This design comes from an exercise in tuning for small area, a short achievable clock period and few clock cycles on the open sky130 flow, not from production work.

Setup of run a:
==> flow/design.v (excerpt) <==
module rational_arithmetic_unit
#(
	parameter int OPERAND_WIDTH = 32
) (
	input  logic                            clk,
	input  logic                            arst_n,
	input  logic                            in_valid,
	output logic                            in_stall,
	input  logic [2:0]                      operation,
	input  logic signed [OPERAND_WIDTH-1:0] a_num,
	input  logic signed [OPERAND_WIDTH-1:0] a_den,
	input  logic signed [OPERAND_WIDTH-1:0] b_num,
	input  logic signed [OPERAND_WIDTH-1:0] b_den,
	output logic                            out_valid,
	input  logic                            out_stall,
	output logic signed [OPERAND_WIDTH-1:0] res_num,
	output logic signed [OPERAND_WIDTH-1:0] res_den,
	output logic                            is_equal,
	output logic [1:0]                      status
);
export LEC_CHECK = 0
export CAP_MARGIN = 20
export CORE_MARGIN = 2
export CORE_UTILIZATION = 25
export PLACE_DENSITY = 0.45
export SLEW_MARGIN = 20
export TNS_END_PERCENT = 5
export SETUP_SLACK_MARGIN = 9.5
create_clock -name core_clock -period 15.0 [get_ports {clk}]
standard.sh (not shown) runs the stock make flow with config.mk's settings and CLKGATE_MAP_FILE= SYNTH_SCRIPT=/design/flow/synth_recipe.tcl, a recipe that flattens the netlist after the stock synthesis.
==> flow/flow/run.sh <==
#!/bin/bash
set -euo pipefail
MARGIN=$(cat flow/margin.txt)
printf 'export SETUP_SLACK_MARGIN = %s\n' "$MARGIN" >> config.mk
bash standard.sh > standard_flow.log 2>&1
==> flow/flow/margin.txt <==
9.5
The following lists how run b was set up differently from run a:
-- flow/design.v --
<<< run a, line 39
	logic st_idle, st_triv, st_mul1, st_comb, st_mul2, st_gcd, st_sum, st_fin;
	logic stall_q, ov_q;
	logic mmu_q, mmv_q;                  
	logic [2:0]  op_q;
	logic [31:0] r0_q, r1_q, r2_q, r3_q;  
>>> run b, line 39
	logic st_idle, st_triv, st_mul1, st_comb, st_mul2, st_gcd, st_sum, st_fin;
	logic stall_q, ov_q;
	logic [2:0]  op_q;
	logic [31:0] r0_q, r1_q, r2_q, r3_q;  
<<< run a, line 162
	logic [64:0] su, sv;
	always_comb begin
		mm_u = mmu_q;
		mm_v = mmv_q;
		s_un = r0_q[31] ^ r2_q[31];
		s_vn = r1_q[31] ^ r3_q[31] ^ is_sub;
>>> run b, line 161
	logic [64:0] su, sv;
	always_comb begin
		mm_u = st_triv || st_mul1 || st_fin;
		mm_v = st_triv || st_mul1 || st_mul2 || st_fin;
		s_un = r0_q[31] ^ r2_q[31];
		s_vn = r1_q[31] ^ r3_q[31] ^ is_sub;
<<< run a, line 201
	end
	logic        u_odd, v_odd, uv_eq, u_zero, borrow, gcd_done;
	logic [6:0]  dlow;
	logic        both_odd, repl_u, repl_v, wr_u, wr_v, cof_u;
	logic [2:0]  sh, sh_u, sh_v, za, zb, cof_sh;
>>> run b, line 200
	end
	logic        u_odd, v_odd, uv_eq, u_zero, borrow, gcd_done;
	logic        both_odd, repl_u, repl_v, wr_u, wr_v, cof_u;
	logic [2:0]  sh, sh_u, sh_v, za, zb, cof_sh;
<<< run a, line 210
		uv_eq  = (u_q == v_q);
		u_zero = (u_q == 64'd0);
		borrow = (u_q < v_q);
		dlow   = u_q[6:0] - v_q[6:0];
		gcd_done = u_zero || (u_odd && v_odd && uv_eq) || ovf_q;
		both_odd = u_odd && v_odd;
>>> run b, line 208
		uv_eq  = (u_q == v_q);
		u_zero = (u_q == 64'd0);
		borrow = !su[64];
		gcd_done = u_zero || (u_odd && v_odd && uv_eq) || ovf_q;
		both_odd = u_odd && v_odd;
<<< run a, line 218
		za     = u_odd ? 3'd0 : ctz7(u_q[6:0]);
		zb     = v_odd ? 3'd0 : ctz7(v_q[6:0]);
		sh     = ctz7(dlow);
		sh_u   = both_odd ? sh : za;
		sh_v   = both_odd ? sh : zb;
>>> run b, line 215
		za     = u_odd ? 3'd0 : ctz7(u_q[6:0]);
		zb     = v_odd ? 3'd0 : ctz7(v_q[6:0]);
		sh     = ctz7(su[6:0]);
		sh_u   = both_odd ? sh : za;
		sh_v   = both_odd ? sh : zb;
<<< run a, line 324
			ov_q    <= 1'b0;
			stall_q <= 1'b0;
			mmu_q   <= 1'b0;
			mmv_q   <= 1'b0;
		end else begin
			mmu_q   <= n_triv || n_mul1 || n_fin;
			mmv_q   <= n_triv || n_mul1 || n_mul2 || n_fin;
			st_idle <= n_idle;
			st_triv <= n_triv;
>>> run b, line 321
			ov_q    <= 1'b0;
			stall_q <= 1'b0;
		end else begin
			st_idle <= n_idle;
			st_triv <= n_triv;
No stage failed in run b, and the final checks on the layout all came back clean.
Going from run a to run b, number of enable flip-flop cells after synthesis held steady, number of buffers inserted during clock tree synthesis grew by 1.
Area after synthesis for run b: about 1.1% down relative to run a
Highest fanout seen on the critical path in run b is 3 below run a.
On fmax, run b tracks run a almost exactly.
Run b ends up with a area growth from synthesis to layout that is 3.3 points higher than in run a.
Measured against each other, run b and run a differ in critical path depth, the higher figure coming from run a.
No functional check of the RTL was part of any run of this note.

========
== the baseline ==
Another version of the RTL of rational_arithmetic_unit (not shown whole).
Size in the first run: ~7300 cells after synthesis, about 310 flip-flops, ~200 I/O pins, ~55000 um2 of cells after synthesis.
export LEC_CHECK = 0
export CAP_MARGIN = 20
export CORE_MARGIN = 2
export CORE_UTILIZATION = 25
export PLACE_DENSITY = 0.45
export SLEW_MARGIN = 20
export TNS_END_PERCENT = 5
export SETUP_SLACK_MARGIN = 9.5
create_clock -name core_clock -period 15.0 [get_ports {clk}]
Scripts as last shown in full above: flow/flow/run.sh, flow/flow/margin.txt
[inputs] the candidate vs the baseline
--- a/flow/design.v
+++ b/flow/design.v
@@ -30,23 +30,22 @@
 	input  logic signed [OPERAND_WIDTH-1:0] b_num,
 	input  logic signed [OPERAND_WIDTH-1:0] b_den,
 	output logic                            out_valid,
 	input  logic                            out_stall,
 	output logic signed [OPERAND_WIDTH-1:0] res_num,
 	output logic signed [OPERAND_WIDTH-1:0] res_den,
 	output logic                            is_equal,
 	output logic [1:0]                      status
 );
 	logic st_idle, st_triv, st_mul1, st_comb, st_mul2, st_gcd, st_sum, st_fin;
 	logic stall_q, ov_q;
-	logic mmu_q, mmv_q;                  
 	logic [2:0]  op_q;
 	logic [31:0] r0_q, r1_q, r2_q, r3_q;  
 	logic        zst_q;                  
 	logic        same_q;                 
 	logic [7:0]  pos_q, t2_q;            
 	logic        first_q;                
 	logic [5:0]  du_q, dv_q;             
 	logic        cadd_q;                 
 	logic        sn_q, rs_q, ovf_q, fovf_q, fnz_q;
 	logic        pv_q, pru_q, pgs_q;     
 	logic [2:0]  psh_q;
@@ -115,26 +114,27 @@
 		p_zero = !p_eq && ((a_den == 32'd0) ||
 			((p_add || p_mul || p_div) && b_den == 32'd0) ||
 			(p_div && b_num == 32'd0) || (p_inv && a_num == 32'd0));
 		p_novf = p_neg && (a_num == 32'h8000_0000);
 		p_triv = p_zero || p_neg || p_inv || p_eq;
 		p_wan  = wide(a_num);
 		p_wad  = wide(a_den);
 		p_wbn  = wide(b_num);
 		p_wbd  = wide(b_den);
 		p_wu   = p_mul ? p_wbn : p_wbd;     
 		p_wv   = p_mul ? p_wbd : p_wbn;
-		p_swu  = 1'b0;
+		p_swu  = (p_mul || p_div) && ((p_wu & ~p_wan) != 4'd0);
 		p_same = p_add && (a_den == b_den);
-		p_swv  = p_same;
-		p_t1   = (p_norm || p_same) ? 8'h01 : top_pos(p_wu | p_wv);
+		p_swv  = p_same || ((p_mul || p_div) && ((p_wv & ~p_wad) != 4'd0));
+		p_t1   = (p_norm || p_same) ? 8'h01 : (p_mul || p_div) ?
+			top_pos((p_wan & p_wu) | (p_wad & p_wv)) : top_pos(p_wu | p_wv);
 		p_t2   = p_same ? 8'h01 : top_pos(p_wbd);
 		p_mplu = p_swu ? a_num : p_mul ? b_num : b_den;
 		p_mplv = p_swv ? a_den : p_mul ? b_den : b_num;
 		p_r0   = p_inv ? a_den : !p_swu ? a_num : p_mul ? b_num : b_den;
 		p_r1   = p_inv ? a_num : !p_swv ? a_den : p_mul ? b_den : b_num;
 		p_r2   = p_mplu;
 		p_r3   = p_mplv;
 		if (p_eq) begin
 			p_r2 = b_num;
 			p_r3 = b_den;
 		end
@@ -153,24 +153,24 @@
 		end else begin
 			p_du = bpair(p_mplu, p_t1, p_r0[31] ^ p_mplu[31]);
 			p_dv = bpair(p_mplv, p_t1, p_r1[31] ^ p_mplv[31]);
 		end
 	end
 	logic        mm_u, mm_v, comb_add, s_un, s_vn;
 	logic [2:0]  hu, lu, hv, lv;         
 	logic [63:0] mh_u, ml_u, mh_v, ml_v, a_u, b_u, c_u, a_v, b_v, c_v;
 	logic [63:0] cs_u, cc_u, cs_v, cc_v, x_u, y_u, x_v, y_v;
 	logic [64:0] su, sv;
 	always_comb begin
-		mm_u = mmu_q;
-		mm_v = mmv_q;
+		mm_u = st_triv || st_mul1 || st_fin;
+		mm_v = st_triv || st_mul1 || st_mul2 || st_fin;
 		s_un = r0_q[31] ^ r2_q[31];
 		s_vn = r1_q[31] ^ r3_q[31] ^ is_sub;
 		comb_add = st_comb && cadd_q;
 		hu = booth(du_q[4:2]);
 		lu = booth(du_q[2:0]);
 		hv = booth(dv_q[4:2]);
 		lv = booth(dv_q[2:0]);
 		hu[2] = hu[2] ^ du_q[5];
 		lu[2] = lu[2] ^ du_q[5];
 		hv[2] = hv[2] ^ dv_q[5];
 		lv[2] = lv[2] ^ dv_q[5];
@@ -313,27 +313,23 @@
 		if (!arst_n) begin
 			st_idle <= 1'b1;
 			st_triv <= 1'b0;
 			st_mul1 <= 1'b0;
 			st_comb <= 1'b0;
 			st_mul2 <= 1'b0;
 			st_gcd  <= 1'b0;
 			st_sum  <= 1'b0;
 			st_fin  <= 1'b0;
 			ov_q    <= 1'b0;
 			stall_q <= 1'b0;
-			mmu_q   <= 1'b0;
-			mmv_q   <= 1'b0;
 		end else begin
-			mmu_q   <= n_triv || n_mul1 || n_fin;
-			mmv_q   <= n_triv || n_mul1 || n_mul2 || n_fin;
 			st_idle <= n_idle;
 			st_triv <= n_triv;
 			st_mul1 <= n_mul1;
 			st_comb <= n_comb;
 			st_mul2 <= n_mul2;
 			st_gcd  <= n_gcd;
 			st_sum  <= n_sum;
 			st_fin  <= n_fin;
 			ov_q    <= n_ov;
 			stall_q <= !(n_idle || n_fin || (n_triv && !n_ov));
 		end
Notes after the runs:
The combined area of the multi-input logic cells of the candidate falls short of that of the baseline by 3.5%.
The candidate vs the baseline — buffers inserted during post-CTS setup optimization dropped 22%.
Clock insertion delay at the later pin of the skew report, the baseline and the candidate: smaller value in the baseline
Cell area (the candidate vs. the baseline) decreases by a few percent
Compared with the baseline, the candidate shows a higher number of nets in the layout.
Fraction of standard cell area that is sequential: the candidate > the baseline
Slack of the critical path: the candidate vs the baseline down 570 ps
Going from the baseline to the candidate, maximum achievable frequency shrinks by 9.0%.
The die area on the baseline is in line with that on the candidate.
The candidate vs. the baseline: total global-route track usage went up by 0.75 points.
No run of this note included a check of the RTL's function; only the layout flow was run.

-- re-timing with driven ports --
How much do the figures lean on ideal ports? The routed layouts below were timed once more, with nothing changed but the port constraints.
Step 1 sets driving cells, clkbuf_16 on the clock port and buf_2 on the other inputs (assumed; they add their load-dependent delay and slew).
Step 2 times the ports against the registers' clock, not the clock port: input delays grow and output delays shrink by t, the midpoint of the rising clock arrivals with the driver on.
a / b / c = no drivers / after step 1 / after step 2; a / b = the first two.
| run | t, ns | setup slack, ns | worst data-port slew with drivers (ns) |
|---|---|---|---|
| run a | 0.784 | 9.139 / 9.139 / 8.576 | 0.08 |
| run b | 0.735 | 9.144 / 9.200 / 8.465 | 0.11 |
| the baseline | 0.734 | 9.240 / 9.240 / 8.590 | 0.07 |
| the candidate | 0.761 | 8.667 / 8.692 / 7.931 | 0.09 |
After both steps setup and hold are still met in every run listed. The setup slack of the candidate, which loses most, moves by +0.025 ns with the drivers and by -0.736 ns with both steps.
